Background: an optimization exercise with open tools, aiming at a short achievable clock period and few clock cycles. Do not read the settings as production practice. The RTL was checked by simulation tests, not by an equivalence proof against the original design. Power is estimated from default activity; no workload was simulated.

`flow/run.sh`:
```
#!/bin/bash
# The standard layout, with these changes to how it is made:
#   - the port buffers are plain buffers instead of the platform's default (a delay cell);
#   - sizing may swap a cell for one with a different footprint (same function);
#   - the pin placer keeps the two ports of each one-gate input-to-output path together.
set -euo pipefail
here=$(pwd)
bash standard.sh \
    MATCH_CELL_FOOTPRINT=0 \
    "BUFFER_PORTS_ARGS=-buffer_cell sky130_fd_sc_hd__buf_4" \
    SETUP_SLACK_MARGIN=6 \
    "PRE_IO_PLACEMENT_TCL=$here/flow/io.tcl" \
    finish > standard_flow.log 2>&1
```
`flow/io.tcl`:
```
# Keep each port pair joined by a one-gate path next to each other on the die's edge.
set_io_pin_constraint -group -order -pin_names {rst_i mem_req_o}
set_io_pin_constraint -group -order -pin_names {mem_ack_i stall_o}
```
`standard.sh`:
```
#!/bin/bash
# synth_recipe.tcl (not shown) runs the flow's synth.tcl, then flattens the netlist and writes it again
# the make line also repeats each setting of config.mk as NAME=value (left out here)
make -C /OpenROAD-flow-scripts/flow DESIGN_CONFIG=/design/flow/config.mk WORK_HOME=/design/flow/orfs CLKGATE_MAP_FILE= SYNTH_SCRIPT=/design/flow/synth_recipe.tcl "${@:-finish}"
```
`config.mk`:
```
export PLATFORM = sky130hd
export DESIGN_NAME = cache_nway
export DESIGN_NICKNAME = cache_nway
export VERILOG_FILES = /design/flow/design.v
export SDC_FILE = /design/flow/constraint.sdc
export NUM_CORES = 4
export LEC_CHECK = 0
export ABC_CLOCK_PERIOD_IN_PS = 4000
export CAP_MARGIN = 20
export CORE_MARGIN = 2
export CORE_UTILIZATION = 40
export SETUP_SLACK_MARGIN = 5
export SLEW_MARGIN = 20
```
`constraint.sdc`:
```
create_clock -name core_clock -period 10.0 [get_ports {clk_i}]
set_input_delay 2.0000 -clock core_clock [delete_from_list [all_inputs] [get_ports {clk_i}]]
set_output_delay 2.0000 -clock core_clock [all_outputs]
set_load 0.01 [all_outputs]
```
`design.v`:
```
package cache_pkg;
    localparam logic [2:0] F3_B  = 3'b000;
    localparam logic [2:0] F3_H  = 3'b001;
    localparam logic [2:0] F3_W  = 3'b010;
    localparam logic [2:0] F3_BU = 3'b100;
    localparam logic [2:0] F3_HU = 3'b101;
    localparam logic [1:0] RESULTSRC_LOAD = 2'b01;
endpackage
module cache_lane_merge
(
    input  logic [2:0]  funct3,
    input  logic [1:0]  lane,
    input  logic [31:0] word,
    input  logic [31:0] store_data,
    output logic [31:0] load_data,
    output logic [3:0]  store_be,
    output logic [31:0] store_rep
);
    logic [7:0]  byte_val;
    logic [15:0] half_val;
    always_comb begin
        byte_val  = 8'(word >> {lane, 3'b000});
        half_val  = lane[1] ? word[31:16] : word[15:0];
        case (funct3)
            cache_pkg::F3_B:  load_data = {{24{byte_val[7]}}, byte_val};
            cache_pkg::F3_H:  load_data = {{16{half_val[15]}}, half_val};
            cache_pkg::F3_BU: load_data = {24'd0, byte_val};
            cache_pkg::F3_HU: load_data = {16'd0, half_val};
            default:          load_data = word;
        endcase
        case (funct3)
            cache_pkg::F3_B: begin
                store_be  = 4'b0001 << lane;
                store_rep = {4{store_data[7:0]}};
            end
            cache_pkg::F3_H: begin
                store_be  = lane[1] ? 4'b1100 : 4'b0011;
                store_rep = {2{store_data[15:0]}};
            end
            default: begin
                store_be  = 4'b1111;
                store_rep = store_data;
            end
        endcase
    end
endmodule
module cache_nway
#(
    parameter int unsigned DATA_WIDTH = 32,
    parameter int unsigned ADDR_WIDTH = 32,
    parameter int unsigned SETS       = 8,
    parameter int unsigned WAYS       = 2,
    parameter int unsigned LINE_WORDS = 4
) (
    input  logic                  clk_i,
    input  logic                  rst_i,
    input  logic                  MemWriteM_i,
    input  logic [1:0]            ResultSrcM_i,
    input  logic [2:0]            funct3_i,
    input  logic [ADDR_WIDTH-1:0] addr_i,
    input  logic [DATA_WIDTH-1:0] data_i,
    output logic [DATA_WIDTH-1:0] data_o,
    output logic                  stall_o,
    output logic                  cache_miss_o,
    output logic                  mem_req_o,
    output logic                  mem_we_o,
    output logic [ADDR_WIDTH-1:0] mem_addr_o,
    output logic [DATA_WIDTH-1:0] mem_wdata_o,
    input  logic [DATA_WIDTH-1:0] mem_rdata_i,
    input  logic                  mem_ack_i
);
    logic [63:0][31:0] dat;
    logic [15:0][24:0] tagv;
    logic [15:0]       valid_q, dirty_q;
    logic [7:0]        rr_q;
    logic        idle_q;      
    logic        busy_q;      
    logic        done_q;      
    logic        req_q;       
    logic        we_q;        
    logic        refill_q;    
    logic        miss_q;      
    logic        lastok_q;    
    logic [1:0]  beat_q;
    logic [2:0]  idx_q;
    logic        way_q;       
    logic [1:0]  word_q;
    logic        store_q;
    logic        useinv_q;    
    logic        w3ld_q;      
    logic [2:0]  f3_q;
    logic [1:0]  lane_q;
    logic [3:0]  be_q;
    logic [31:0] sd_q;
    logic [24:0] tagacc_q;
    logic [24:0] mtag_q;
    logic [31:0] wdata_q;
    logic [2:0][31:0] wbuf_q;     
    logic [31:0] dout_q;
    logic        is_load, access, lk;
    logic [24:0] tag_i;
    logic [2:0]  idx_i;
    logic [1:0]  wrd_i;
    logic [15:0] eq;
    logic [1:0]  match;
    logic        hit, v0, v1, both, vic, wb;
    logic [24:0] vtag;
    logic [31:0] ld0, ld1, lw;
    logic [3:0][31:0] vline;
    logic [3:0]  be_i;
    logic [31:0] sd_i;
    assign is_load = (ResultSrcM_i == cache_pkg::RESULTSRC_LOAD);
    assign access  = MemWriteM_i | is_load;
    assign tag_i   = addr_i[31:7];
    assign idx_i   = addr_i[6:4];
    assign wrd_i   = addr_i[3:2];
    assign lk      = access & idle_q;
    always_comb begin
        for (int l = 0; l < 16; l++) eq[l] = valid_q[l] & (tagv[l] == tag_i);
    end
    assign match  = {eq[{idx_i, 1'b1}], eq[{idx_i, 1'b0}]};
    assign hit    = |match;
    assign v0     = valid_q[{idx_i, 1'b0}];
    assign v1     = valid_q[{idx_i, 1'b1}];
    assign both   = v0 & v1;
    assign vic    = !v0 ? 1'b0 : !v1 ? 1'b1 : rr_q[idx_i];
    assign wb     = both & dirty_q[{idx_i, vic}];
    assign vtag   = tagv[{idx_i, rr_q[idx_i]}];
    always_comb begin
        for (int k = 0; k < 4; k++) vline[k] = dat[{idx_i, rr_q[idx_i], 2'(k)}];
    end
    cache_lane_merge u_lm0 (
        .funct3     (funct3_i),
        .lane       (addr_i[1:0]),
        .word       (dat[{idx_i, 1'b0, wrd_i}]),
        .store_data (data_i),
        .load_data  (ld0),
        .store_be   (be_i),
        .store_rep  (sd_i)
    );
    cache_lane_merge u_lm1 (
        .funct3     (funct3_i),
        .lane       (addr_i[1:0]),
        .word       (dat[{idx_i, 1'b1, wrd_i}]),
        .store_data (data_i),
        .load_data  (ld1),
        .store_be   (),
        .store_rep  ()
    );
    assign lw = match[1] ? ld1 : ld0;
    logic [31:0] ldr;
    logic [3:0]  unused_be;
    logic [31:0] unused_rep;
    cache_lane_merge u_lmr (
        .funct3     (f3_q),
        .lane       (lane_q),
        .word       (mem_rdata_i),
        .store_data (sd_q),
        .load_data  (ldr),
        .store_be   (unused_be),
        .store_rep  (unused_rep)
    );
    logic ack, fill_go, fin, st_go;
    assign ack     = busy_q & mem_ack_i;
    assign fill_go = ack & refill_q;
    assign fin     = fill_go & (beat_q == 2'd3);
    assign st_go   = done_q & store_q;
    assign data_o       = dout_q;
    assign stall_o      = ~(done_q | (mem_ack_i & lastok_q));
    assign cache_miss_o = miss_q;
    assign mem_req_o    = req_q & ~rst_i;
    assign mem_we_o     = we_q;
    assign mem_addr_o   = {mtag_q, idx_q, beat_q, 2'b00};
    assign mem_wdata_o  = wdata_q;
    always_ff @(posedge clk_i) begin
        if (rst_i) begin
            idle_q   <= 1'b1;
            busy_q   <= 1'b0;
            done_q   <= 1'b0;
            req_q    <= 1'b0;
            miss_q   <= 1'b0;
            lastok_q <= 1'b0;
        end else begin
            miss_q <= 1'b0;
            done_q <= 1'b0;
            if (idle_q) lastok_q <= 1'b0;
            if (lk) begin
                idle_q <= 1'b0;
                if (hit) begin
                    done_q <= 1'b1;
                end else begin
                    busy_q <= 1'b1;
                    req_q  <= 1'b1;
                    miss_q <= 1'b1;
                end
            end else if (done_q) begin
                idle_q <= 1'b1;
            end else if (ack) begin
                lastok_q <= refill_q & (beat_q == 2'd2) & ~w3ld_q;
                if (fin) begin
                    busy_q <= 1'b0;
                    req_q  <= 1'b0;
                    done_q <= w3ld_q;
                    idle_q <= ~w3ld_q;
                end
            end
        end
    end
    always_ff @(posedge clk_i) begin
        if (idle_q) begin
            idx_q    <= idx_i;
            word_q   <= wrd_i;
            store_q  <= MemWriteM_i;
            f3_q     <= funct3_i;
            lane_q   <= addr_i[1:0];
            be_q     <= be_i;
            sd_q     <= sd_i;
            tagacc_q <= tag_i;
            way_q    <= hit ? match[1] : vic;
            useinv_q <= ~both;
            w3ld_q   <= is_load & (wrd_i == 2'd3);
            dout_q   <= lw;
            beat_q   <= 2'd0;
            refill_q <= ~wb;
            we_q     <= wb;
            mtag_q   <= wb ? vtag : tag_i;
            wdata_q  <= vline[0];
            wbuf_q   <= vline[3:1];
        end else if (ack) begin
            beat_q <= beat_q + 2'd1;
            if (!refill_q) begin
                wdata_q <= wbuf_q[0];
                wbuf_q  <= {wbuf_q[2], wbuf_q[2:1]};
                if (beat_q == 2'd3) begin
                    refill_q <= 1'b1;
                    we_q     <= 1'b0;
                    mtag_q   <= tagacc_q;
                end
            end else if (!store_q && beat_q == word_q) begin
                dout_q <= ldr;
            end
        end
    end
    always_ff @(posedge clk_i) begin
        if (rst_i) begin
            valid_q <= '0;
            dirty_q <= '0;
            rr_q    <= '0;
        end else begin
            if (st_go) dirty_q[{idx_q, way_q}] <= 1'b1;
            if (fin) begin
                valid_q[{idx_q, way_q}] <= 1'b1;
                dirty_q[{idx_q, way_q}] <= store_q;
                if (!useinv_q) rr_q[idx_q] <= ~way_q;
            end
        end
    end
    always_ff @(posedge clk_i) begin
        if (fin) tagv[{idx_q, way_q}] <= tagacc_q;
    end
    logic [3:0][31:0] val;
    always_comb begin
        for (int k = 0; k < 4; k++) begin
            for (int b = 0; b < 4; b++) begin
                val[k][8*b +: 8] = (store_q && word_q == 2'(k) && be_q[b]) ? sd_q[8*b +: 8]
                                                                        : mem_rdata_i[8*b +: 8];
            end
        end
    end
    for (genvar i = 0; i < 64; i++) begin : g_word
        logic sel, fill_we;
        logic [3:0] st_we;
        assign sel     = (idx_q == 3'(i >> 3)) && (way_q == 1'(i >> 2));
        assign fill_we = fill_go && sel && (beat_q == 2'(i));
        assign st_we   = (st_go && sel && (word_q == 2'(i))) ? be_q : 4'b0000;
        for (genvar b = 0; b < 4; b++) begin : g_byte
            always_ff @(posedge clk_i) begin
                if (fill_we || st_we[b]) dat[i][8*b +: 8] <= val[i % 4][8*b +: 8];
            end
        end
    end
endmodule
```
==> results of run 1 <==
==> synth_stat cells (30+ instances only) <==
| cell type | number | area share |
|---|---|---|
| edfxtp_1 | 2710 | 0.60 |
| mux4_2 | 1287 | 0.21 |
| nand2_1 | 655 | 0.018 |
| nor2_1 | 435 | 0.012 |
| o21ai_0 | 404 | 0.015 |
| clkbuf_1 | 345 | 0.0096 |
| xor2_1 | 326 | 0.021 |
| mux2_2 | 291 | 0.024 |
| mux2i_1 | 238 | 0.018 |
| nor4_1 | 114 | 0.0053 |
| buf_2 | 108 | 0.0040 |
| a22oi_1 | 89 | 0.0050 |
| a21oi_1 | 85 | 0.0032 |
| buf_1 | 85 | 0.0024 |
| xnor2_1 | 81 | 0.0053 |
| buf_4 | 58 | 0.0032 |
| nand3_1 | 57 | 0.0021 |
| nand4_1 | 57 | 0.0026 |
| dfxtp_1 | 47 | 0.0070 |
| and2_1 | 43 | 0.0020 |
| nor2b_1 | 30 | 0.0014 |
==> flip-flops by register name (all words and copies together), names as in the netlist, 2 cells and up <==
register,cells
wdata_q,32
mtag_q,25
dat,2048
tagv,400
dirty_q,16
word_q,2
idx_q,3
lane_q,2
wbuf_q,96
rr_q,8
sd_q,32
dout_q,32
valid_q,16
beat_q,2
tagacc_q,25
f3_q,3
be_q,4
==> area by class of cell <==
type	instances	area (sq um)
Clock inverter	181	2180
Timing Repair Buffer	986	11700
Sequential cell	2757	82300
Fill cell	27800	173000
Multi-Input combinational cell	4508	52700
Inverter	18	87.6
Antenna cell	20	50.0
Clock buffer	351	7870
Tap cell	4515	5650
==> power groups by stage <==
stage               clock network [mW]  registers (mW)  logic, mW
CTS                               11.7            13.2       2.67
floorplan                            0            13.3       1.45
finish                            11.6            13.2       2.94
global route                      12.1            13.2       3.00
detailed placement                   0            13.4       2.43
global placement                     0            13.4       2.41
==> metal layers <==
layer  track usage  up-vias  wire length (um)
li1              -    33600                 -
met1         0.416    46800            196000
met2         0.480     8060            251000
met3        0.0969     1598             80300
met4         0.204       14             45500
met5             0        -               157
==> stage by stage <==
stage	worst slack (ns)	total power, mW
CTS	5.42	27.5
finish	5.37	27.8
global route	5.38	28.3
global placement	3.32	15.8
detailed placement	3.32	15.9
floorplan	5.13	14.8
==> worst paths after layout <==
path	startpoint	to	slack [ns]
max	mem_ack_i	stall_o	5.37
max reg2reg	idx_q[0]$_DFFE_PP_	tagv[260]$_DFFE_PP_	6.11
min reg2reg	dirty_q[8]$_SDFF_PP0_	dirty_q[8]$_SDFF_PP0_	0.49
min	dirty_q[8]$_SDFF_PP0_	dirty_q[8]$_SDFF_PP0_	0.49
==> cells by family after synthesis <==
logic type               share of synthesized area
other                                    0.0000278
multiplexers                                 0.257
AND/OR/NAND/NOR                             0.0477
flip-flops                                   0.610
adder cells (fa/ha/maj)                    0.00139
XOR/XNOR                                    0.0264
AO/OA/AOI/OAI                               0.0360
buffers and inverters                       0.0210
==> worst max-delay path, stage by stage <==
cell	delay [ns]
buf_12	0.12
a21oi_4	0.34
buf_6	0.16
==> what timing repair did <==
action	in CTS	in global routing
cloned	95	47
hold endpoints to repair	0	0
hold buffers	0	0
buffers inserted	113	136
gates resized for setup	510	375
setup endpoints to repair	449	460
pin swaps	31	75
==> summary.txt, run 1 <==
Clock sink total - 2757
Gr usage total - 0.323
Count of cell types in the netlist - 73
Crit path required time - 8.00 ns
Max-slew violations - 0
Most common cell after layout, fill and taps aside - edfxtp_1
Hold WC Path Type - reg -> reg
Width of the die - 585 um
CP Class - in -> out
Most used DFF post-synth - edfxtp_1
Post-DRT Antenna Nets - 0
Run status - finished clean
Placed insts - 12.4k
Design Area, Final - 0.163 sq mm
Int Power - 20.8 mW
TNS Setup - 0 ns
Initial antenna violation count - 33
Min Tclk post-route - 4.63 ns
# rows - 213
Final hold vios - 0
Final setup viols - 0
Final period util - 0.463
I/O pin count - 205
Share of layout cells above drive strength 1 - 0.384
Clk_skew - 0.0677 ns
# port buffers - 202
YS warnings - 2
Max-cap viol count - 0
Layout Utilization - 0.484
Worst VDD drop - 140 uV
Via count - 90.1k
Final HPWL DP - 359000 um
Die area - 0.342 sq mm
Average wire per standard cell - 43.0 um
Vias in the first global route - 86.3k
F_max - 216 MHz
Largest net degree at the start of global routing - 100
Clk latency of the worst-skew pair - 0.95 ns
Clock power frac - 0.419
Lkg Pwr - 53.5 nW
Syn-to-layout area delta - 20.6%
Global placer's final weighted congestion - 0.969
Nets - 8692
Worst r2r path cells - 7
Via density - 6.75
Sequential share of power - 0.475
First-pass GRT wire length - 754000 um
Worst Tran Pin Value - 1.25 ns
Final hold slack - 0.486 ns
Die Y-Extent - 585 um
Starting DRC count in detailed routing - 16.4k
Num CTS Buffers - 301
Core area - 0.336 sq mm
Mapped Area - 0.135 sq mm
Clk root buf - clkbuf_16
Global route total overflow - 0
Commonest non-fill, non-tap cells in the layout - edfxtp_1, mux4_2, nand2_1, buf_4, clkbuf_16
Post-synthesis sequential area ratio - 0.610
Post-Syn Instances - 7885
Total Wirelength - 574000 um
CTS H-tree lvls - 5
Switch share - 0.250
Worst setup SP type - input port
Worst-path clk slew - 0.06 ns
Max clock buf depth - 4
Non-Filler Instances - 13.3k
Cell area after placement - 0.143 sq mm
Worst EP arrival - 2.63 ns
CTS tree - yes
Avg Inst Size Synth - 17.1 sq um
CP endpoint kind - output pin
Max Fanout on Critical Path - 2
Synth async-reset ratio - 0
Slew headroom - 0.167
RSZ-0062 raised after global routing - true
Switch Pwr - 6.94 mW
Yosys reg bits - 2757
Post-synth EDFFs - 2710
Hold depth - 2
Initial core utilization - 0.401
Comb pwr share - 0.106
Power Dens Cells - 171 mW/mm^2
Drt pass-1 iters - 6
Drt drc - 0
Testbench counts, summed over its fixed seeds: cycles 167,143.
==> run 2: changes to the inputs <==
--- a/design.v
+++ b/design.v
@@ -128,5 +128,5 @@
     assign vtag   = tagv[{idx_i, rr_q[idx_i]}];
-    always_comb begin
-        for (int k = 0; k < 4; k++) vline[k] = dat[{idx_i, rr_q[idx_i], 2'(k)}];
-    end
+    logic [1:0][3:0][31:0] setl;
+    assign setl  = dat[8*idx_i +: 8];
+    assign vline = setl[rr_q[idx_i]];
     cache_lane_merge u_lm0 (
@@ -134,3 +134,3 @@
         .lane       (addr_i[1:0]),
-        .word       (dat[{idx_i, 1'b0, wrd_i}]),
+        .word       (setl[0][wrd_i]),
         .store_data (data_i),
@@ -143,3 +143,3 @@
         .lane       (addr_i[1:0]),
-        .word       (dat[{idx_i, 1'b1, wrd_i}]),
+        .word       (setl[1][wrd_i]),
         .store_data (data_i),
--- a/config.mk
+++ b/config.mk
@@ -7,6 +7,7 @@
 export LEC_CHECK = 0
-export ABC_CLOCK_PERIOD_IN_PS = 4000
 export CAP_MARGIN = 20
+export CELL_PAD_IN_SITES_DETAIL_PLACEMENT = 1
 export CORE_MARGIN = 2
-export CORE_UTILIZATION = 40
+export CORE_UTILIZATION = 35
+export PLACE_DENSITY = 0.45
 export SETUP_SLACK_MARGIN = 5
==> summary.txt, run 2 <==
CTS H-tree lvls - 5
Crit path required time - 10.70 ns
Post-DRT Antenna Nets - 0
CP Buf/Inv Count - 7
Post-synth top area cell - edfxtp_1
Initial core utilization - 0.352
Clk root buf - clkbuf_16
Crit path max-delay family - buffers and inverters
I/O pin count - 205
Clk_skew - 0.0491 ns
Largest Register - dat
Die area - 0.352 sq mm
RSZ-0062 raised after global routing - true
Slowest-stage cell, CP - mux4_2
Lkg Pwr - 47.8 nW
Commonest non-fill, non-tap cells in the layout - edfxtp_1, nand2_1, mux4_2, buf_4, clkbuf_16
RR Endpoint - dout_q[28]$_DFFE_PP_
Final hold vios - 0
Synth async-reset ratio - 0
Share of layout cells above drive strength 1 - 0.277
Worst EP arrival - 5.34 ns
Largest register FFs - 2048
Most used DFF post-synth - edfxtp_1
Clk latency of the worst-skew pair - 0.95 ns
Global route total overflow - 0
Largest net degree at the start of global routing - 169
Cell area after placement - 0.128 sq mm
Mapped Area - 0.122 sq mm
Synth top area cells - edfxtp_1, mux4_2, mux2_2
HP Start - dirty_q[8]$_SDFF_PP0_
Vias in the first global route - 74.6k
Via count - 73.3k
Main combinational cell family by area after synthesis - multiplexers
Worst-path clk slew - 0.06 ns
Placed insts - 11.7k
Width of the die - 593 um
Most common cell after layout, fill and taps aside - edfxtp_1
Clock sink total - 2757
Max-slew violations - 0
Worst VDD drop - 131 uV
YS warnings - 2
Max clock buf depth - 4
Global placer's final weighted congestion - 0.916
Layout Utilization - 0.414
Die Y-Extent - 593 um
Max Fanout on Critical Path - 9
Final HPWL DP - 306000 um
Worst setup SP type - input port
Regs by FF count - dat: 2048 flops, tagv: 400 flops, wbuf_q: 96 flops
Share of the synthesized area in the top cell type - 0.669
Avg Inst Size Synth - 16.6 sq um
CP peak stage delay - 0.55 ns
CP endpoint kind - register
Count of cell types in the netlist - 86
Mux cell area share after synthesis - 0.162
Cts hold-fix bufs - 0
First-pass GRT wire length - 646000 um
Final setup viols - 0
Synth top cells by count - edfxtp_1, nand2_1, mux4_2
Drt drc - 0
# port buffers - 202
Power Dens Cells - 193 mW/mm^2
Worst Tran Pin Value - 1.20 ns
Total Wirelength - 476000 um
Hold WC Path Type - reg -> reg
Average wire per standard cell - 38.0 um
FF-to-FF setup slack - 6.10 ns
Starting DRC count in detailed routing - 8705
Max-cap viol count - 0
Final Power - 27.6 mW
CP Cell Sequence - buf_16, buf_12, clkbuf_16, buf_12, buf_16, mux4_2, mux2i_4, o22ai_4, or3_4, o2111a_1, a221oi_4, nand4_1, buf_6, buf_8, nand2b_1, and3_1
Min Tclk post-route - 4.64 ns
Non-Filler Instances - 12.5k
Fill cells - 33.6k
Via density - 5.86
Drt pass-1 iters - 6
Post-synth EDFFs - 2710
TNS Setup - 0 ns
Post-Synth Adder-Cell Area - 0.00165
# rows - 216
CTS tree - yes
Core area - 0.346 sq mm
Yosys reg bits - 2757
Initial antenna violation count - 52
F_max - 215 MHz
Worst r2r path cells - 14
WHS Endpoint - dirty_q[8]$_SDFF_PP0_
Most frequent cell after synthesis - edfxtp_1
Slew headroom - 0.201
Design Area, Final - 0.143 sq mm
FF-to-FF Start - tagv[289]$_DFFE_PP_
Run status - finished clean
Compound-Gate Fraction of Synth Area - 0.0533
Hold depth - 2
Final period util - 0.464
Syn-to-layout area delta - 17.7%
Synth Area in XOR/XNOR - 0.0293
CP Class - in -> reg
Post-synthesis sequential area ratio - 0.677
Gr usage total - 0.264
Nets - 7785
Post-Syn Instances - 7309
Simple-Gate Fraction of Synth Area - 0.0523
Num CTS Buffers - 325
==> run 2: changes by cell type after synthesis, moves of 50 or more <==
cell      delta
mux4_2     -670
a22o_1     +291
o21ai_0    -211
xnor2_1    +118
xor2_1     -118
nand2_1     +60
clkbuf_1    -54
a21oi_1     +52
a22oi_1     -50
nor4_1      -50
==> run 2: layer usage <==
metal / vias to the layer above / GRT usage / wire, um
met2: 3125 / 0.423 / 224000
li1: 29700 / - / -
met5: - / 0 / 90
met4: 14 / 0.112 / 23700
met3: 801 / 0.0413 / 32800
met1: 39800 / 0.357 / 195000
==> run 2: cell families (layout without fill, tap and decap cells) <==
kind of cell	count (synthesis)	in the layout
xor gates and xnor gates	407	407
AOI/OAI and AO/OA	906	906
DFF	2757	2757
adders and majority gates	16	16
and+or+nand+nor	1475	1476
muxes	1160	1162
buffers and inverters	587	1196
other	1	20
==> run 2: stage by stage <==
step	setup slack, ns	hold slack (ns)
detailed placement	2.80	0.475
finish	5.36	0.484
floorplan	5.15	0.443
global route	5.41	0.519
global placement	2.64	0.467
CTS	5.44	0.483
==> run 2: power by group <==
part,internal (mW),switching [mW]
logic,0.942,1.83
clock network,6.64,5.01
registers,13.0,0.207
total,20.6,7.05
==> run 2: final cells by class <==
type | instances | area (sq um) | share of cell area
Timing Repair inverter | 2 | 20.0 | 0.000140
Clock buffer | 404 | 8580 | 0.0599
Timing Repair Buffer | 557 | 6310 | 0.0441
Sequential cell | 2757 | 82300 | 0.575
Clock inverter | 181 | 1590 | 0.0111
Antenna cell | 18 | 45.0 | 0.000315
Inverter | 52 | 253 | 0.00177
Tap cell | 4578 | 5730 | 0.0400
Multi-Input combinational cell | 3969 | 38300 | 0.268
==> run 2: repair_timing <==
item | in CTS | in global routing
setup buffers | 112 | 44
endpoints found under the setup margin | 857 | 548
pin swaps | 43 | 27
gates cloned | 45 | 6
resized for setup | 403 | 87
hold endpoints to repair | 0 | 0
==> run 2: how the worst max path moves through the flow <==
stage | from | end | slack (ns) | cells past startpoint
2_1_floorplan | addr_i[5] | mtag_q[16]$_DFFE_PP_ | 5.15 | 12
3_3_place_gp | addr_i[25] | dout_q[3]$_DFFE_PP_ | 2.64 | 11
3_5_place_dp | addr_i[11] | dout_q[3]$_DFFE_PP_ | 2.80 | 11
4_1_cts | mem_ack_i | stall_o | 5.44 | 3
5_1_grt | addr_i[5] | dout_q[18]$_DFFE_PP_ | 5.41 | 16
6_report | addr_i[5] | dout_q[18]$_DFFE_PP_ | 5.36 | 16
==> run 2: tightest hold or removal path, stage by stage (launching register included) <==
cell	delay, ns
dfxtp_1	0.31
o21ai_0	0.07
a21oi_1	0.06
Testbench counts of run 2, summed over its fixed seeds: cycles 167,143.
==> run 3: changes to the inputs <==
--- a/flow/run.sh
+++ b/flow/run.sh
@@ -4,3 +4,4 @@
 #   - sizing may swap a cell for one with a different footprint (same function);
-#   - the pin placer keeps the two ports of each one-gate input-to-output path together.
+#   - the pin placer keeps the two ports of each one-gate input-to-output path together, and
+#     detailed placement starts with that gate moved next to the port's output buffer.
 set -euo pipefail
@@ -12,2 +13,3 @@
     "PRE_IO_PLACEMENT_TCL=$here/flow/io.tcl" \
+    "PRE_DETAIL_PLACE_TCL=$here/flow/pull.tcl" \
     finish > standard_flow.log 2>&1
==> flow/pull.tcl (new file) <==
# Before detailed placement: put the gate that drives each one-gate input-to-output path's
# output buffer next to that buffer, near the port, so the path has no long wire.
proc my_pull_gate {block port} {
  set bt [$block findBTerm $port]
  if {$bt eq "NULL"} { return }
  set net [$bt getNet]
  set obuf ""
  foreach it [$net getITerms] { if {[$it isOutputSignal]} { set obuf [$it getInst] } }
  if {$obuf eq ""} { return }
  set innet ""
  foreach it [$obuf getITerms] { if {[$it isInputSignal]} { set innet [$it getNet] } }
  if {$innet eq "" || $innet eq "NULL"} { return }
  set gate ""
  foreach it [$innet getITerms] { if {[$it isOutputSignal]} { set gate [$it getInst] } }
  if {$gate eq ""} { return }
  if {[[$gate getMaster] isSequential]} { return }
  set loc [$obuf getLocation]
  $gate setLocation [lindex $loc 0] [lindex $loc 1]
  puts "pull: [$gate getName] ([[$gate getMaster] getName]) to [$obuf getName] at $loc for $port"
}
set my_block [ord::get_db_block]
foreach p {stall_o mem_req_o} { my_pull_gate $my_block $p }
==> summary.txt, run 3 <==
Hold WC Path Type - reg -> reg
Placed insts - 11.7k
Regs by FF count - dat: 2048 flops, tagv: 400 flops, wbuf_q: 96 flops
Worst VDD drop - 142 uV
Final setup viols - 0
CP Class - in -> reg
Initial core utilization - 0.352
Yosys reg bits - 2757
Mux cell area share after synthesis - 0.162
Largest register FFs - 2048
Initial antenna violation count - 64
Clk root buf - clkbuf_16
RSZ-0062 raised after global routing - true
Die area - 0.352 sq mm
Hold depth - 2
Crit path max-delay family - buffers and inverters
Max Fanout on Critical Path - 16
Largest net degree at the start of global routing - 169
Num CTS Buffers - 323
Final HPWL DP - 306000 um
# rows - 216
Synth Area in XOR/XNOR - 0.0293
Sequential share of power - 0.473
RR Endpoint - dout_q[1]$_DFFE_PP_
Core area - 0.346 sq mm
Avg Inst Size Synth - 16.6 sq um
Synth async-reset ratio - 0
Switch Pwr - 7.12 mW
Worst Tran Pin Value - 1.27 ns
Max-cap viol count - 0
Final period util - 0.448
Layout Utilization - 0.418
Simple-Gate Fraction of Synth Area - 0.0523
CTS tree - yes
FF-to-FF Start - tagv[288]$_DFFE_PP_
CP endpoint kind - register
Worst r2r path cells - 11
Largest Register - dat
Final hold vios - 0
Drt drc - 0
Most common cell after layout, fill and taps aside - edfxtp_1
Clock power frac - 0.425
Synth top area cells - edfxtp_1, mux4_2, mux2_2
Post-synthesis sequential area ratio - 0.677
Nets - 7823
Width of the die - 593 um
Post-DRT Antenna Nets - 0
HP Start - dirty_q[8]$_SDFF_PP0_
Gr usage total - 0.268
CTS H-tree lvls - 5
Max clock buf depth - 4
Most frequent cell after synthesis - edfxtp_1
Lkg Pwr - 48.3 nW
Die Y-Extent - 593 um
Non-Filler Instances - 12.5k
Synth top cells by count - edfxtp_1, nand2_1, mux4_2
Worst setup SP type - input port
Starting DRC count in detailed routing - 9059
First-pass GRT wire length - 653000 um
Average wire per standard cell - 38.4 um
# port buffers - 202
Power Dens Cells - 193 mW/mm^2
CP Cell Sequence - buf_16, buf_16, buf_12, buf_12, buf_16, mux4_2, mux2i_4, o22ai_2, or3_4, o2111a_1, a221oi_4, buf_4, and2_4, a22oi_4, buf_12, and3_4
Via density - 5.89
Count of cell types in the netlist - 86
Slowest-stage cell, CP - mux4_2
Min Tclk post-route - 4.48 ns
Cts hold-fix bufs - 0
Share of the synthesized area in the top cell type - 0.669
CP Buf/Inv Count - 7
Clk_skew - 0.0492 ns
Run status - finished clean
Global route total overflow - 0
Vias in the first global route - 75.1k
Post-Synth Adder-Cell Area - 0.00165
I/O pin count - 205
Crit path required time - 10.72 ns
Worst-path clk slew - 0.06 ns
Total Wirelength - 482000 um
WHS Endpoint - dirty_q[8]$_SDFF_PP0_
Clock sink total - 2757
F_max - 223 MHz
Final hold slack - 0.494 ns
FF-to-FF setup slack - 6.25 ns
Worst EP arrival - 5.19 ns
Most used DFF post-synth - edfxtp_1
Mapped Area - 0.122 sq mm
Main combinational cell family by area after synthesis - multiplexers
TNS Setup - 0 ns
Final Power - 27.9 mW
Via count - 73.9k
Switch share - 0.255
Clk latency of the worst-skew pair - 0.97 ns
Commonest non-fill, non-tap cells in the layout - edfxtp_1, nand2_1, mux4_2, buf_4, clkbuf_16
Drt pass-1 iters - 5
Post-synth EDFFs - 2710
YS warnings - 2
Post-synth top area cell - edfxtp_1
Global placer's final weighted congestion - 0.916
Comb pwr share - 0.102
Share of layout cells above drive strength 1 - 0.289
Compound-Gate Fraction of Synth Area - 0.0533
Post-Syn Instances - 7309
Slew headroom - 0.152
CP peak stage delay - 0.54 ns
Syn-to-layout area delta - 18.9%
Max-slew violations - 0
Int Power - 20.8 mW
run 3: worst reg2reg max path, cell delays in order, from the launching register on:
cell	delay [ns]
edfxtp_1	0.50
xor2_4	0.23
nor4_4	0.61
nand4_1	0.35
nor4_4	0.29
nor3_2	0.10
nor4_4	0.26
buf_12	0.20
buf_16	0.19
mux2i_4	0.48
o32a_1	0.23
o21ai_1	0.06
run 3: per-stage QoR:
step / instance area (sq um) / setup WS (ns)
floorplan: 123000 / 5.15
global placement: 128000 / 2.64
detailed placement: 128000 / 2.82
CTS: 143000 / 5.58
global route: 145000 / 5.45
finish: 145000 / 5.52
run 3: final cells by class:
cell class,count,area [sq um]
flip-flops and latches,2757,82300
diodes,10,25.0
inverters,52,250
repair inverters,3,31.3
clock inverters,191,1840
clock buffers,389,8510
repair buffers,595,7120
multi-input cells,3970,38700
well taps,4578,5730
fillers,33600,201000
run 3: worst max-delay path by stage:
stage | start | to | slack, ns | cells past startpoint
after floorplan | addr_i[5] | mtag_q[16]$_DFFE_PP_ | 5.15 | 12
after global placement | addr_i[25] | dout_q[3]$_DFFE_PP_ | 2.64 | 11
after detailed placement | addr_i[5] | dout_q[16]$_DFFE_PP_ | 2.82 | 12
after CTS | addr_i[5] | mtag_q[3]$_DFFE_PP_ | 5.58 | 13
after global routing | addr_i[5] | mtag_q[22]$_DFFE_PP_ | 5.45 | 13
final | addr_i[5] | dout_q[18]$_DFFE_PP_ | 5.52 | 16
run 3: kinds of logic after synthesis:
logic type / after synthesis
AND/OR/NAND/NOR: 1475
adder cells (fa/ha/maj): 16
XOR/XNOR: 407
multiplexers: 1160
AO/OA/AOI/OAI: 906
other: 1
buffers and inverters: 587
flip-flops: 2757
run 3: timing repair:
item	in CTS	in global routing
pin swaps	52	46
gates cloned	68	8
gates resized for setup	460	152
setup buffers	131	33
setup endpoints to repair	856	620
run 3: per-layer routing:
layer | up-vias | wire length [um] | global-route usage
met5 | - | 92 | 0
met3 | 797 | 33600 | 0.0402
met2 | 3349 | 227000 | 0.429
li1 | 29700 | - | -
met4 | 12 | 24900 | 0.119
met1 | 40000 | 197000 | 0.362
run 3: power by group through the flow:
stage / clock [mW] / sequential (mW) / combinational [mW]
2_1_floorplan: 0 / 13.3 / 1.40
3_3_place_gp: 0 / 13.5 / 2.46
3_5_place_dp: 0 / 13.5 / 2.49
4_1_cts: 12.0 / 13.2 / 2.76
5_1_grt: 12.4 / 13.2 / 2.94
6_report: 11.9 / 13.2 / 2.85
==> run 4: changes to the inputs <==
--- a/design.v
+++ b/design.v
@@ -95,3 +95,3 @@
     logic [24:0] tagacc_q;
-    logic [24:0] mtag_q;
+    logic [24:0] wtag_q;      
     logic [31:0] wdata_q;
@@ -127,6 +127,9 @@
     assign wb     = both & dirty_q[{idx_i, vic}];
-    assign vtag   = tagv[{idx_i, rr_q[idx_i]}];
-    logic [1:0][3:0][31:0] setl;
-    assign setl  = dat[8*idx_i +: 8];
-    assign vline = setl[rr_q[idx_i]];
+    assign vtag   = rr_q[idx_i] ? tagv[{idx_i, 1'b1}] : tagv[{idx_i, 1'b0}];
+    logic        rr_i;
+    assign rr_i = rr_q[idx_i];
+    always_comb begin
+        for (int k = 0; k < 4; k++)
+            vline[k] = rr_i ? dat[{idx_i, 1'b1, 2'(k)}] : dat[{idx_i, 1'b0, 2'(k)}];
+    end
     cache_lane_merge u_lm0 (
@@ -134,3 +137,3 @@
         .lane       (addr_i[1:0]),
-        .word       (setl[0][wrd_i]),
+        .word       (dat[{idx_i, 1'b0, wrd_i}]),
         .store_data (data_i),
@@ -143,3 +146,3 @@
         .lane       (addr_i[1:0]),
-        .word       (setl[1][wrd_i]),
+        .word       (dat[{idx_i, 1'b1, wrd_i}]),
         .store_data (data_i),
@@ -172,3 +175,3 @@
     assign mem_we_o     = we_q;
-    assign mem_addr_o   = {mtag_q, idx_q, beat_q, 2'b00};
+    assign mem_addr_o   = {we_q ? wtag_q : tagacc_q, idx_q, beat_q, 2'b00};
     assign mem_wdata_o  = wdata_q;
@@ -225,3 +228,3 @@
             we_q     <= wb;
-            mtag_q   <= wb ? vtag : tag_i;
+            wtag_q   <= vtag;
             wdata_q  <= vline[0];
@@ -236,3 +239,2 @@
                     we_q     <= 1'b0;
-                    mtag_q   <= tagacc_q;
                 end
==> summary.txt, run 4 <==
Run status - finished clean
Share of layout cells above drive strength 1 - 0.388
Core area - 0.382 sq mm
Power Dens Cells - 177 mW/mm^2
FF-to-FF setup slack - 5.79 ns
Avg Inst Size Synth - 17.7 sq um
Crit path required time - 8.00 ns
Post-DRT Antenna Nets - 0
Global placer's final weighted congestion - 0.958
Most used DFF post-synth - edfxtp_1
Slew headroom - 0.128
Vias in the first global route - 87.6k
# rows - 227
Main combinational cell family by area after synthesis - multiplexers
Final WS setup - 5.62 ns
Detail Route met2 WL - 296000 um
Hold WC Path Type - reg -> reg
Clock sink total - 2757
Mux cell area share after synthesis - 0.257
Synth top cells by count - edfxtp_1, mux4_2, nand2_1
Regs by FF count - dat: 2048 flops, tagv: 400 flops, wbuf_q: 96 flops
Global route total overflow - 0
Synth Area in XOR/XNOR - 0.0266
Commonest non-fill, non-tap cells in the layout - edfxtp_1, mux4_2, buf_4, nand2_1, clkbuf_16
CP Class - in -> out
Clk_skew - 0.0640 ns
Via count - 87.7k
Max Fanout on Critical Path - 2
Post-synthesis sequential area ratio - 0.613
Post-Synth Adder-Cell Area - 0.00140
Synth async-reset ratio - 0
Clock power frac - 0.425
Post-synth EDFFs - 2710
Largest net degree at the start of global routing - 171
Placed insts - 12.6k
Total length of routed met3 wires - 57600 um
Drt pass-1 iters - 5
Final setup viols - 0
Initial antenna violation count - 47
Max clock buf depth - 4
Switch Pwr - 7.49 mW
Starting DRC count in detailed routing - 12.6k
Max layer used - met5
Worst Tran Pin Value - 1.31 ns
Gr usage total - 0.323
Via density - 6.47
Post-Syn Instances - 7567
Most common cell after layout, fill and taps aside - edfxtp_1
Non-Filler Instances - 13.6k
Sequential share of power - 0.465
Min Tclk post-route - 4.38 ns
Yosys reg bits - 2757
Most frequent cell after synthesis - edfxtp_1
CTS H-tree lvls - 5
Num CTS Buffers - 328
Area occupied by multi-input gates - 0.0509 sq mm
Drt drc - 0
Compound-Gate Fraction of Synth Area - 0.0374
TNS Setup - 0 ns
Average wire per standard cell - 47.5 um
Count of cell types in the netlist - 73
Simple-Gate Fraction of Synth Area - 0.0412
Largest register FFs - 2048
Post-synth top area cell - edfxtp_1
Lkg Pwr - 52.6 nW
M1 wire length - 244000 um
Reg area - 0.0823 sq mm
Die area - 0.388 sq mm
# port buffers - 202
I/O pin count - 205
Max-cap viol count - 0
Width of the die - 623 um
Total Wirelength - 644000 um
Final period util - 0.438
Worst EP arrival - 2.38 ns
First-pass GRT wire length - 843000 um
Switch share - 0.263
Mapped Area - 0.134 sq mm
F_max - 228 MHz
Share of the synthesized area in the top cell type - 0.606
Clk latency of the worst-skew pair - 0.95 ns
Largest Register - dat
CTS tree - yes
Syn-to-layout area delta - 20.1%
Clk root buf - clkbuf_16
Int Power - 21.0 mW
Die Y-Extent - 623 um
Nets - 8353
Worst-path clk slew - 0.06 ns
Initial core utilization - 0.351
Max-slew violations - 0
Final Power - 28.5 mW
Pre-CTS WS - 2.91 ns
Synth top area cells - edfxtp_1, mux4_2, mux2_2
Comb pwr share - 0.110
Worst setup SP type - input port
YS warnings - 2
RSZ-0062 raised after global routing - true
Final hold vios - 0
Worst VDD drop - 133 uV
Fill cells - 36.4k
Final HPWL DP - 415000 um
CP endpoint kind - output pin
Final hold slack - 0.487 ns
[run 4: cell count changes after synthesis, sizes merged, moves of 24 or more]
| cell | before | now |
|---|---|---|
| nand2 | 715 | 539 |
| o21ai | 194 | 229 |
| a21oi | 137 | 107 |
| o211ai | 40 | 3 |
| mux2i | 273 | 151 |
| clkbuf | 291 | 330 |
| xor2 | 208 | 184 |
| xnor2 | 199 | 223 |
| buf | 244 | 282 |
| and3 | 42 | 18 |
| inv | 49 | 21 |
| a22o | 293 | 187 |
| mux4 | 622 | 1321 |
[run 4: repair_timing]
action                                  in CTS  in global routing
setup buffers                               96                 88
gates resized for setup                    445                285
endpoints found under the setup margin     932                380
hold endpoints to repair                     0                  0
hold buffers                                 0                  0
gates cloned                               100                 21
pin swaps                                   24                 64
[run 4: path summary, 6_finish.rpt]
path | from | end | cells past startpoint
setup reg to reg | done_q$_SDFF_PP0_ | dat[720]$_DFFE_PP_ | 7
hold reg to reg | dirty_q[15]$_SDFF_PP0_ | dirty_q[15]$_SDFF_PP0_ | 2
setup / recovery | mem_ack_i | stall_o | 3
hold / removal | dirty_q[15]$_SDFF_PP0_ | dirty_q[15]$_SDFF_PP0_ | 2
[run 4: routing by layer]
metal	vias up	track usage
met4	14	0.191
met3	1305	0.0676
met5	-	0
met2	5586	0.506
li1	32700	-
met1	48100	0.415
[run 4: per-stage QoR]
step	cell area, sq um	utilization
floorplan	135000	-
global placement	143000	0.374
detailed placement	143000	0.374
CTS	158000	0.415
global route	161000	0.422
finish	161000	0.422
[run 4: power by group through the flow]
stage          clock [mW]  sequential [mW]  combinational, mW
5_1_grt              12.6             13.2               3.21
3_3_place_gp            0             13.5               2.64
4_1_cts              12.2             13.2               2.93
2_1_floorplan           0             13.3               1.51
6_report             12.1             13.3               3.15
3_5_place_dp            0             13.5               2.67
[run 4: kinds of logic (layout without fill, tap and decap cells)]
logic type | count (synthesis) | in the layout
fa+ha+maj | 15 | 15
compound gates | 738 | 738
simple gates | 1258 | 1263
xor+xnor | 407 | 407
flops | 2757 | 2757
buf+inv | 635 | 1562
other cells | 1 | 21
mux | 1756 | 1756
[run 4: area by class of cell]
class / instances / share of cell area
Antenna cell: 19 / 0.000295
Clock buffer: 406 / 0.0536
Clock inverter: 191 / 0.0121
Inverter: 23 / 0.000878
Multi-Input combinational cell: 4181 / 0.316
Sequential cell: 2757 / 0.511
Tap cell: 5038 / 0.0391
Timing Repair Buffer: 940 / 0.0670
Timing Repair inverter: 2 / 0.000140
[run 4: worst max-delay path, stage by stage]
cell and delay, ns:
buf_12 0.13, a21oi_4 0.12, buf_6 0.12
Testbench counts of run 4, summed over its fixed seeds: cycles 167,143.
==> run 5: changes to the inputs <==
--- a/design.v
+++ b/design.v
@@ -14,3 +14,6 @@
     input  logic [31:0] store_data,
-    output logic [31:0] load_data,
+    output logic [15:0] load_lo,
+    output logic        load_sign,
+    output logic        fill_lo,
+    output logic        fill_hi,
     output logic [3:0]  store_be,
@@ -23,8 +26,28 @@
         half_val  = lane[1] ? word[31:16] : word[15:0];
+        load_lo   = word[15:0];
+        load_sign = 1'b0;
+        fill_lo   = 1'b0;
+        fill_hi   = 1'b0;
         case (funct3)
-            cache_pkg::F3_B:  load_data = {{24{byte_val[7]}}, byte_val};
-            cache_pkg::F3_H:  load_data = {{16{half_val[15]}}, half_val};
-            cache_pkg::F3_BU: load_data = {24'd0, byte_val};
-            cache_pkg::F3_HU: load_data = {16'd0, half_val};
-            default:          load_data = word;
+            cache_pkg::F3_B: begin
+                load_lo   = {8'd0, byte_val};
+                load_sign = byte_val[7];
+                fill_lo   = 1'b1;
+                fill_hi   = 1'b1;
+            end
+            cache_pkg::F3_H: begin
+                load_lo   = half_val;
+                load_sign = half_val[15];
+                fill_hi   = 1'b1;
+            end
+            cache_pkg::F3_BU: begin
+                load_lo   = {8'd0, byte_val};
+                fill_lo   = 1'b1;
+                fill_hi   = 1'b1;
+            end
+            cache_pkg::F3_HU: begin
+                load_lo   = half_val;
+                fill_hi   = 1'b1;
+            end
+            default: ;
         endcase
@@ -98,3 +121,6 @@
     logic [2:0][31:0] wbuf_q;     
-    logic [31:0] dout_q;
+    logic [31:0] dout_q;      
+    logic        sign_q;      
+    logic        filllo_q;    
+    logic        fillhi_q;    
     logic        is_load, access, lk;
@@ -107,3 +133,5 @@
     logic [24:0] vtag;
-    logic [31:0] ld0, ld1, lw;
+    logic [31:0] w0, w1;
+    logic [15:0] lo0, lo1, lor;
+    logic        sg0, sg1, sgr, flo, fhi;
     logic [3:0][31:0] vline;
@@ -134,2 +162,4 @@
     end
+    assign w0 = dat[{idx_i, 1'b0, wrd_i}];
+    assign w1 = dat[{idx_i, 1'b1, wrd_i}];
     cache_lane_merge u_lm0 (
@@ -137,5 +167,8 @@
         .lane       (addr_i[1:0]),
-        .word       (dat[{idx_i, 1'b0, wrd_i}]),
+        .word       (w0),
         .store_data (data_i),
-        .load_data  (ld0),
+        .load_lo    (lo0),
+        .load_sign  (sg0),
+        .fill_lo    (flo),
+        .fill_hi    (fhi),
         .store_be   (be_i),
@@ -146,5 +179,8 @@
         .lane       (addr_i[1:0]),
-        .word       (dat[{idx_i, 1'b1, wrd_i}]),
+        .word       (w1),
         .store_data (data_i),
-        .load_data  (ld1),
+        .load_lo    (lo1),
+        .load_sign  (sg1),
+        .fill_lo    (),
+        .fill_hi    (),
         .store_be   (),
@@ -152,4 +188,3 @@
     );
-    assign lw = match[1] ? ld1 : ld0;
-    logic [31:0] ldr;
+    logic        unused_flo, unused_fhi;
     logic [3:0]  unused_be;
@@ -161,3 +196,6 @@
         .store_data (sd_q),
-        .load_data  (ldr),
+        .load_lo    (lor),
+        .load_sign  (sgr),
+        .fill_lo    (unused_flo),
+        .fill_hi    (unused_fhi),
         .store_be   (unused_be),
@@ -170,3 +208,4 @@
     assign st_go   = done_q & store_q;
-    assign data_o       = dout_q;
+    assign data_o       = {fillhi_q ? {16{sign_q}} : dout_q[31:16],
+                           filllo_q ? {8{sign_q}} : dout_q[15:8], dout_q[7:0]};
     assign stall_o      = ~(done_q | (mem_ack_i & lastok_q));
@@ -224,3 +263,6 @@
             w3ld_q   <= is_load & (wrd_i == 2'd3);
-            dout_q   <= lw;
+            dout_q   <= match[1] ? {w1[31:16], lo1} : {w0[31:16], lo0};
+            sign_q   <= match[1] ? sg1 : sg0;
+            filllo_q <= flo;
+            fillhi_q <= fhi;
             beat_q   <= 2'd0;
@@ -241,3 +283,4 @@
             end else if (!store_q && beat_q == word_q) begin
-                dout_q <= ldr;
+                dout_q <= {mem_rdata_i[31:16], lor};
+                sign_q <= sgr;
             end
==> summary.txt, run 5 <==
Crit path required time - 8.00 ns
I/O pin count - 205
Regs by FF count - dat: 2048 flops, tagv: 400 flops, wbuf_q: 96 flops
Reg area - 0.0824 sq mm
Synth top cells by count - edfxtp_1, mux4_2, nor2_1
First-pass GRT wire length - 861000 um
Avg Inst Size Synth - 17.7 sq um
Hold WC Path Type - reg -> reg
Largest register FFs - 2048
# rows - 226
Worst-path clk slew - 0.06 ns
CP Class - in -> out
CTS H-tree lvls - 5
Mapped Area - 0.134 sq mm
Non-Filler Instances - 13.4k
Width of the die - 622 um
Clk root buf - clkbuf_16
Initial antenna violation count - 42
Area occupied by multi-input gates - 0.0501 sq mm
CP endpoint kind - output pin
Drt pass-1 iters - 6
Final period util - 0.434
Count of cell types in the netlist - 66
Commonest non-fill, non-tap cells in the layout - edfxtp_1, mux4_2, buf_4, clkbuf_16, nand2_1
Final HPWL DP - 412000 um
Global route total overflow - 0
Lkg Pwr - 53.2 nW
Drt drc - 0
Most frequent cell after synthesis - edfxtp_1
Syn-to-layout area delta - 19.7%
Post-synth EDFFs - 2713
Layout Utilization - 0.422
Largest net degree at the start of global routing - 80
F_max - 231 MHz
Max-slew violations - 0
Clk latency of the worst-skew pair - 0.98 ns
Yosys reg bits - 2760
RSZ-0062 raised after global routing - true
Cts hold-fix bufs - 0
Crit path max-delay family - buffers and inverters
Via count - 89.8k
Largest Register - dat
Final WS setup - 5.66 ns
CTS tree - yes
Power Dens Cells - 179 mW/mm^2
Gr usage total - 0.334
Total Wirelength - 667000 um
Clock sink total - 2760
Final Power - 28.6 mW
Post-synthesis sequential area ratio - 0.617
Post-Syn Instances - 7544
Worst VDD drop - 154 uV
Num CTS Buffers - 324
CP Buf/Inv Count - 2
Run status - finished clean
Nets - 8278
Initial core utilization - 0.352
Max clock buf depth - 4
YS warnings - 2
Share of layout cells above drive strength 1 - 0.385
Placed insts - 12.6k
Clk_skew - 0.0672 ns
Final setup viols - 0
Average wire per standard cell - 49.7 um
Synth top area cells - edfxtp_1, mux4_2, mux2_2
Fill cells - 36.3k
Share of the synthesized area in the top cell type - 0.610
Final hold vios - 0
Die Y-Extent - 622 um
Most used DFF post-synth - edfxtp_1
Max-cap viol count - 0
CP Cell Sequence - buf_12, a21oi_2, buf_4
Core area - 0.379 sq mm
Vias in the first global route - 87.6k
Starting DRC count in detailed routing - 15.2k
CP peak stage delay - 0.14 ns
Worst setup SP type - input port
Max Fanout on Critical Path - 2
Die area - 0.387 sq mm
Slowest-stage cell, CP - buf_4
Worst Tran Pin Value - 1.23 ns
Min Tclk post-route - 4.34 ns
Worst EP arrival - 2.34 ns
Pre-CTS WS - 3.40 ns
Most common cell after layout, fill and taps aside - edfxtp_1
# port buffers - 202
Post-DRT Antenna Nets - 0
Synth async-reset ratio - 0
Post-synth top area cell - edfxtp_1
Global placer's final weighted congestion - 0.902
Slew headroom - 0.173
Via density - 6.68
TNS Setup - 0 ns
==> run 5: worst reg2reg max path: stages, from the launching register on <==
cell and delay (ns):
dfxtp_1 0.88, nand2_2 0.46, nor2_1 0.54, a21oi_1 0.25, buf_4 0.29, nor2_1 0.83, buf_4 0.38
==> run 5: what timing repair did <==
| item | CTS | global route |
|---|---|---|
| buffers inserted | 88 | 53 |
| pin swaps | 19 | 43 |
| cloned | 99 | 25 |
| resized for setup | 529 | 234 |
| endpoints found under the setup margin | 1099 | 254 |
==> run 5: cell families (layout without fill, tap and decap cells) <==
logic type	count (synthesis)	in the layout	synth area share
flip-flops	2760	2760	0.617
XOR/XNOR	404	404	0.0265
multiplexers	1673	1673	0.248
AND/OR/NAND/NOR	1175	1175	0.0383
AO/OA/AOI/OAI	853	853	0.0459
other	1	12	0.0000281
buffers and inverters	664	1535	0.0234
adder cells (fa/ha/maj)	14	14	0.00131
==> run 5: area by class of cell <==
type / instances / area share
antenna: 10 / 0.000156
clock buffer: 392 / 0.0535
clock inverter: 191 / 0.0114
inverter: 42 / 0.00133
multi-input combinational: 4121 / 0.313
sequential: 2760 / 0.515
tap: 5016 / 0.0392
timing repair buffer: 909 / 0.0661
timing repair inverter: 1 / 0.0000548
==> run 5: power by group <==
part	switching [mW]	internal, mW
combinational	2.10	1.18
clock	5.18	6.92
sequential	0.187	13.0
==> run 5: worst paths after layout <==
path	start	end	slack, ns	cells after the start
worst max-delay path	mem_ack_i	stall_o	5.66	3
worst min-delay path	rr_q[1]$_SDFFE_PP0P_	rr_q[1]$_SDFFE_PP0P_	0.47	2
worst max register to register	done_q$_SDFF_PP0_	dat[1672]$_DFFE_PP_	6.08	6
worst min register to register	rr_q[1]$_SDFFE_PP0P_	rr_q[1]$_SDFFE_PP0P_	0.47	2
==> run 5: metal layers <==
layer / GRT usage / vias up / wire length [um]
met4: 0.174 / 16 / 44200
met1: 0.448 / 48900 / 253000
met5: 0 / - / 107
met3: 0.0955 / 1424 / 81300
met2: 0.491 / 6856 / 289000
li1: - / 32600 / -
==> run 5: through the flow <==
stage,instance area [sq um],hold WS (ns)
after floorplan,134000,0.433
after global placement,142000,0.453
after detailed placement,142000,0.458
after CTS,158000,0.466
after global routing,160000,0.487
final,160000,0.475
Testbench counts of run 5, summed over its fixed seeds: cycles 167,143.
==> run 6: changes to the inputs <==
--- a/flow/run.sh
+++ b/flow/run.sh
@@ -11,3 +11,3 @@
     "BUFFER_PORTS_ARGS=-buffer_cell sky130_fd_sc_hd__buf_4" \
-    SETUP_SLACK_MARGIN=6 \
+    SETUP_SLACK_MARGIN=6.5 \
     "PRE_IO_PLACEMENT_TCL=$here/flow/io.tcl" \
==> summary.txt, run 6 <==
Run status - finished clean
# rows - 226
Post-synth EDFFs - 2713
Drt pass-1 iters - 7
Lkg Pwr - 55.6 nW
Width of the die - 622 um
Largest register FFs - 2048
CP Class - in -> out
Design Area, Final - 0.165 sq mm
Gr usage total - 0.342
Max clock buf depth - 4
Worst EP arrival - 2.32 ns
Most common cell after layout, fill and taps aside - edfxtp_1
Regs by FF count - dat: 2048 flops, tagv: 400 flops, wbuf_q: 96 flops
Max-slew violations - 0
# port buffers - 202
CP Buf/Inv Count - 2
Largest Register - dat
Clk root buf - clkbuf_16
RSZ-0062 raised after global routing - true
Crit path max-delay family - buffers and inverters
Slew headroom - 0.0515
Clk_skew - 0.0705 ns
CP peak stage delay - 0.13 ns
I/O pin count - 205
Largest net degree at the start of global routing - 168
CP Cell Sequence - buf_12, a21oi_2, buf_4
Global placer's final weighted congestion - 0.936
Cts hold-fix bufs - 0
Most used DFF post-synth - edfxtp_1
CP endpoint kind - output pin
Die area - 0.387 sq mm
Hold WC Path Type - reg -> reg
Starting DRC count in detailed routing - 15.5k
Syn-to-layout area delta - 23.6%
Share of the synthesized area in the top cell type - 0.610
Final hold vios - 0
Post-Syn Instances - 7544
Min Tclk post-route - 4.32 ns
Commonest non-fill, non-tap cells in the layout - edfxtp_1, mux4_2, buf_4, clkbuf_16, nand2_1
Post-synth top area cell - edfxtp_1
Yosys reg bits - 2760
Reg area - 0.0824 sq mm
Synth top area cells - edfxtp_1, mux4_2, mux2_2
Worst Tran Pin Value - 1.42 ns
First-pass GRT wire length - 884000 um
Average wire per standard cell - 49.7 um
Final HPWL DP - 411000 um
Worst-path clk slew - 0.06 ns
Count of cell types in the netlist - 66
Die Y-Extent - 622 um
Initial core utilization - 0.352
Most frequent cell after synthesis - edfxtp_1
Worst VDD drop - 142 uV
Final period util - 0.432
CTS tree - yes
Via density - 6.75
Clock sink total - 2760
CTS H-tree lvls - 5
YS warnings - 2
Slowest-stage cell, CP - buf_4
Worst setup SP type - input port
F_max - 231 MHz
Core area - 0.379 sq mm
Area occupied by multi-input gates - 0.0514 sq mm
Via count - 92.5k
Mapped Area - 0.134 sq mm
Cell area after placement - 0.143 sq mm
Post-DRT Antenna Nets - 0
Post-synthesis sequential area ratio - 0.617
Power Dens Cells - 176 mW/mm^2
Max-cap viol count - 0
Max Fanout on Critical Path - 2
TNS Setup - 0 ns
Global route total overflow - 0
Initial antenna violation count - 56
Crit path required time - 8.00 ns
Vias in the first global route - 89.1k
Fill cells - 36.0k
Drt drc - 0
Avg Inst Size Synth - 17.7 sq um
Synth top cells by count - edfxtp_1, mux4_2, nor2_1
Nets - 8515
Final setup viols - 0
Share of layout cells above drive strength 1 - 0.415
Clk latency of the worst-skew pair - 0.99 ns
Num CTS Buffers - 324
Synth async-reset ratio - 0
Total Wirelength - 680000 um
-- run 6: cell families after synthesis --
group	Yosys count	synth area share
flip-flops	2760	0.617
multiplexers	1673	0.248
AND/OR/NAND/NOR	1175	0.0383
AO/OA/AOI/OAI	853	0.0459
buffers and inverters	664	0.0234
XOR/XNOR	404	0.0265
adder cells (fa/ha/maj)	14	0.00131
other	1	0.0000281
-- run 6: final timing paths --
check                        from                    to  slack, ns  cells after the start
max                     mem_ack_i               stall_o       5.68                      3
min          rr_q[1]$_SDFFE_PP0P_  rr_q[1]$_SDFFE_PP0P_       0.47                      2
max reg2reg   idle_q$_SDFFE_PP1P_   dout_q[7]$_DFFE_PP_       6.37                      7
min reg2reg  rr_q[1]$_SDFFE_PP0P_  rr_q[1]$_SDFFE_PP0P_       0.47                      2
-- run 6: through the flow --
step                utilization  hold WS [ns]  cells  setup WS [ns]  power (mW)
finish                    0.435         0.467  13700           5.68        29.0
global route              0.435         0.490  13700           5.65        29.5
CTS                       0.427         0.465  13500           5.66        28.8
detailed placement        0.376         0.457  12600           3.03        16.3
global placement          0.375         0.442  12600           2.36        16.3
floorplan                     -         0.433   7545           5.42        14.9
-- run 6: tightest hold or removal path: stages, from the launching register on --
cell     delay (ns)
dfxtp_1        0.31
nand2_1        0.05
a21oi_1        0.06
-- run 6: where the power goes --
part	total [mW]	leakage, nW	switching [mW]	internal (mW)
Clock	12.2	5.13	5.18	7.04
Sequential	13.2	25.1	0.184	13.0
Combinational	3.58	25.4	2.24	1.34
Total	29.0	55.6	7.60	21.4
-- run 6: repair_timing --
item	4_1_cts	5_1_grt
gates resized for setup	893	284
endpoints found under the setup margin	1360	700
cloned	136	18
buffers inserted	221	124
endpoints found under the hold margin	0	0
pin swaps	57	79
-- run 6: final cells by class --
| cell class | instances | share of cell area |
|---|---|---|
| Sequential cell | 2760 | 0.499 |
| Multi-Input combinational cell | 4126 | 0.311 |
| Timing Repair Buffer | 1141 | 0.0858 |
| Clock buffer | 403 | 0.0518 |
| Tap cell | 5016 | 0.0380 |
| Clock inverter | 179 | 0.0119 |
| Inverter | 42 | 0.00139 |
| Antenna cell | 27 | 0.000409 |
| Timing Repair inverter | 1 | 0.0000682 |
-- run 6: layer usage --
metal  part of all wire  vias up  routed length, um  track usage
li1                   -    33200                  -            -
met1               0.38    50500             256000        0.458
met2               0.44     7313             296000        0.501
met3               0.12     1489              82900       0.0953
met4              0.067       18              45400        0.189
met5            0.00015        -                103            0

[separate check: timing with driven ports]
The results above use ideal ports. As a check the final layouts listed here were re-extracted and re-timed, cells and wires unchanged. Step 1: set_driving_cell puts a clkbuf_16 on clk_i and a buf_2 on each other input, an assumption about the parent block. Step 2 moves the port delays by t, midway between the first and last clock arrival at a register: inputs arrive t later, outputs are due t later. That takes back most of the time a late clock gives input paths. Three values: ideal ports, drivers, drivers and shift; two values: the first two.
run	shift t [ns]	slack for setup (ns)	worst slew at a driven data input, ns
run 1	1.038	5.372 / 5.320 / 4.301	0.59
run 2	1.034	5.356 / 5.162 / 4.129	0.55
run 3	1.049	5.525 / 5.214 / 4.165	0.57
run 4	1.036	5.617 / 5.242 / 4.206	0.65
run 5	1.064	5.665 / 5.415 / 4.351	0.55
run 6	1.075	5.677 / 5.516 / 4.606	0.48
After both steps every run listed still meets setup and hold. For run 4, which loses most, drivers alone change the setup slack by -0.375 ns; drivers and shift together by -1.411 ns.
